This is an optimization exercise on Yosys and OpenROAD, whose aim is small area, a short achievable clock period and few clock cycles, not a production implementation. Only simulation tests tie the RTL to the original design; equivalence was not proved. Power and IR drop assume default switching activity.

== maple ==
Design cavlc_residual_top, start of the top module:
module cavlc_residual_top (
	input  logic                       clk,
	input  logic                       rst_n,
	input  logic                       start_i,
	input  logic [256-1:0]    block_i,      
	input  logic                       flush_i,
	output logic                       busy_o,
	output logic [7:0]                 byte_o,
	output logic                       byte_we_o,
	output logic                       block_done_o,
	output logic [9-1:0] block_bits_o
);
	logic        adv, adv_safe;
	logic        tok_v, tok_t1, tok_last, tok_first, tok_adj, tok_sl1;
	logic [15:0] tok_data;
	logic        code_v, code_last;
	logic [12:0] code_val;
	logic [5-1:0] code_len;
	cavlc_block_scan cavlc_block_scan_inst (
		.clk         (clk),
		.rst_n       (rst_n),
		.start_i     (start_i),
		.block_i     (block_i),
		.adv_i       (adv),
		.adv_safe_i  (adv_safe),
		.busy_o      (busy_o),
		.tok_v_o     (tok_v),
		.tok_t1_o    (tok_t1),
		.tok_last_o  (tok_last),
		.tok_first_o (tok_first),
		.tok_adj_o   (tok_adj),
		.tok_sl1_o   (tok_sl1),
		.tok_data_o  (tok_data)
	);
	cavlc_level_coder cavlc_level_coder_inst (
		.clk         (clk),
		.rst_n       (rst_n),
		.adv_i       (adv),
		.tok_v_i     (tok_v),
		.tok_t1_i    (tok_t1),
		.tok_last_i  (tok_last),
		.tok_first_i (tok_first),
		.tok_adj_i   (tok_adj),
		.tok_sl1_i   (tok_sl1),
		.tok_data_i  (tok_data),
		.code_v_o    (code_v),
		.code_last_o (code_last),
  ...
For scale: about 2300 cells after synthesis, roughly 440 flip-flops.
Settings: LEC_CHECK=0, CAP_MARGIN=20, CORE_MARGIN=2, CORE_UTILIZATION=40, SLEW_MARGIN=20; clock period 11.0 ns.
run.sh (not shown) runs the stock make flow with config.mk's settings and CLKGATE_MAP_FILE= SYNTH_SCRIPT=/design/flow/synth_recipe.tcl, a recipe that flattens the netlist after the stock synthesis.
Testbench counts of maple, summed over its fixed seeds: cycles 6,765.
Edits applied to the flow inputs when going from maple to birch:
Settings: SETUP_SLACK_MARGIN newly set to 5.
Findings:
- Share of total power in combinational logic across birch and maple: no real change.
- Relative to maple, the wire length of birch is lower by 970 um.
- birch ended up with cavlc_block_scan_inst.lastnext_q as its capture point of the worst path; maple ended up with cavlc_bit_packer_inst.safe_q.
- Setup WNS maple -> birch: better
- Between birch and maple, the multi-input gate share of the layout cell area does not differ in any meaningful way.
- maple reports its launch point of the worst path as cavlc_bit_packer_inst.cnt_q[0] while birch reports block_i[248].
- Critical path depth in cells in birch vs maple: down 4
- maple -> birch: via density per instance increased slightly
- birch has total global routing track utilization below what maple had.

---

run X:
Another version of the RTL of cavlc_residual_top (not shown whole).
For scale: roughly 2400 cells after synthesis, about 490 flip-flops, ~280 I/O pins, roughly 27000 sq um of cells after synthesis.
Settings: LEC_CHECK=0, CAP_MARGIN=20, CORE_MARGIN=2, CORE_UTILIZATION=40, SETUP_SLACK_MARGIN=5, SLEW_MARGIN=60; clock period 11.0 ns.
standard.sh (not shown) runs the stock make flow with config.mk's settings and CLKGATE_MAP_FILE= SYNTH_SCRIPT=/design/flow/synth_recipe.tcl, a recipe that flattens the netlist after the stock synthesis.
==> flow/flow/run.sh <==
#!/bin/bash
# The standard layout (the standard.sh, all steps unchanged), with
# the port buffers that global placement inserts made of buf_1 cells
# instead of the delay buffers buffer_ports picks by default. Every
# input and output port still gets its own buffer.
set -o pipefail
export BUFFER_PORTS_ARGS="-buffer_cell sky130_fd_sc_hd__buf_1"
cp standard.sh standard_copy.sh.txt
bash standard.sh > standard.log 2>&1
Run X went all the way through synthesis, placement and routing and the layout is clean on timing, DRC and antenna.
Testbench counts of run X, summed over its fixed seeds: cycles 5,736.
For run P, these inputs were changed with respect to run X:
==> flow/run.sh (new file) <==
#!/bin/bash
# synth_recipe.tcl (not shown) runs the flow's synth.tcl, then flattens the netlist and writes it again
# the make line also repeats each setting of config.mk as NAME=value (left out here)
make -C /OpenROAD-flow-scripts/flow DESIGN_CONFIG=/design/flow/config.mk WORK_HOME=/design/flow/orfs CLKGATE_MAP_FILE= SYNTH_SCRIPT=/design/flow/synth_recipe.tcl finish
-- flow/config.mk --
<<< run X, line 11
export SETUP_SLACK_MARGIN = 5
export SLEW_MARGIN = 60
>>> run P, line 11
export SETUP_SLACK_MARGIN = 5
export SLEW_MARGIN = 20
removed: flow/flow/run.sh
removed: flow/standard.sh
Results
Changes observed in run P relative to run X: number of antenna violations at the first check in global routing down 1; worst hold-check slack stayed essentially flat; routed length on met2 increased by 3.7% relative to the old numbers; power ~0 delta. Lower fraction of the cycle the final worst path needs among run X and run P: run X.

[what the ideal ports hide]
The results above use ideal ports. As a check the final layouts listed here were re-extracted and re-timed, cells and wires unchanged. Step 1 (the two cells are an assumption about what drives the block):
set clk [get_ports {clk}]
set_driving_cell -lib_cell sky130_fd_sc_hd__clkbuf_16 $clk
set_driving_cell -lib_cell sky130_fd_sc_hd__buf_2 [delete_from_list [all_inputs] $clk]
Step 2 times the ports against the registers' clock, not the clock port: input delays grow and output delays shrink by t, the midpoint of the rising clock arrivals with the driver on. Slacks: no drivers / after step 1 / after step 2; pairs: no drivers / after step 1.
| run | t (ns) | setup slack, ns | worst hold slack (ns) | clock arrival spread, ns | worst data-port slew with drivers (ns) |
|---|---|---|---|---|---|
| maple | 0.669 | 5.700 / 5.700 / 5.120 | 0.409 / 0.409 / 0.409 | 0.040 / 0.040 | 0.09 |
| birch | 0.675 | 5.807 / 5.842 / 5.167 | 0.428 / 0.428 / 0.428 | 0.046 / 0.046 | 0.09 |
| run X | 0.675 | 6.293 / 6.293 / 6.208 | 0.418 / 0.418 / 0.418 | 0.067 / 0.067 | 0.08 |
| run P | 0.673 | 6.189 / 6.189 / 5.637 | 0.419 / 0.419 / 0.419 | 0.025 / 0.025 | 0.08 |
After both steps every run listed still meets setup and hold. For birch, which loses most, drivers alone change the setup slack by +0.035 ns; drivers and shift together by -0.640 ns.
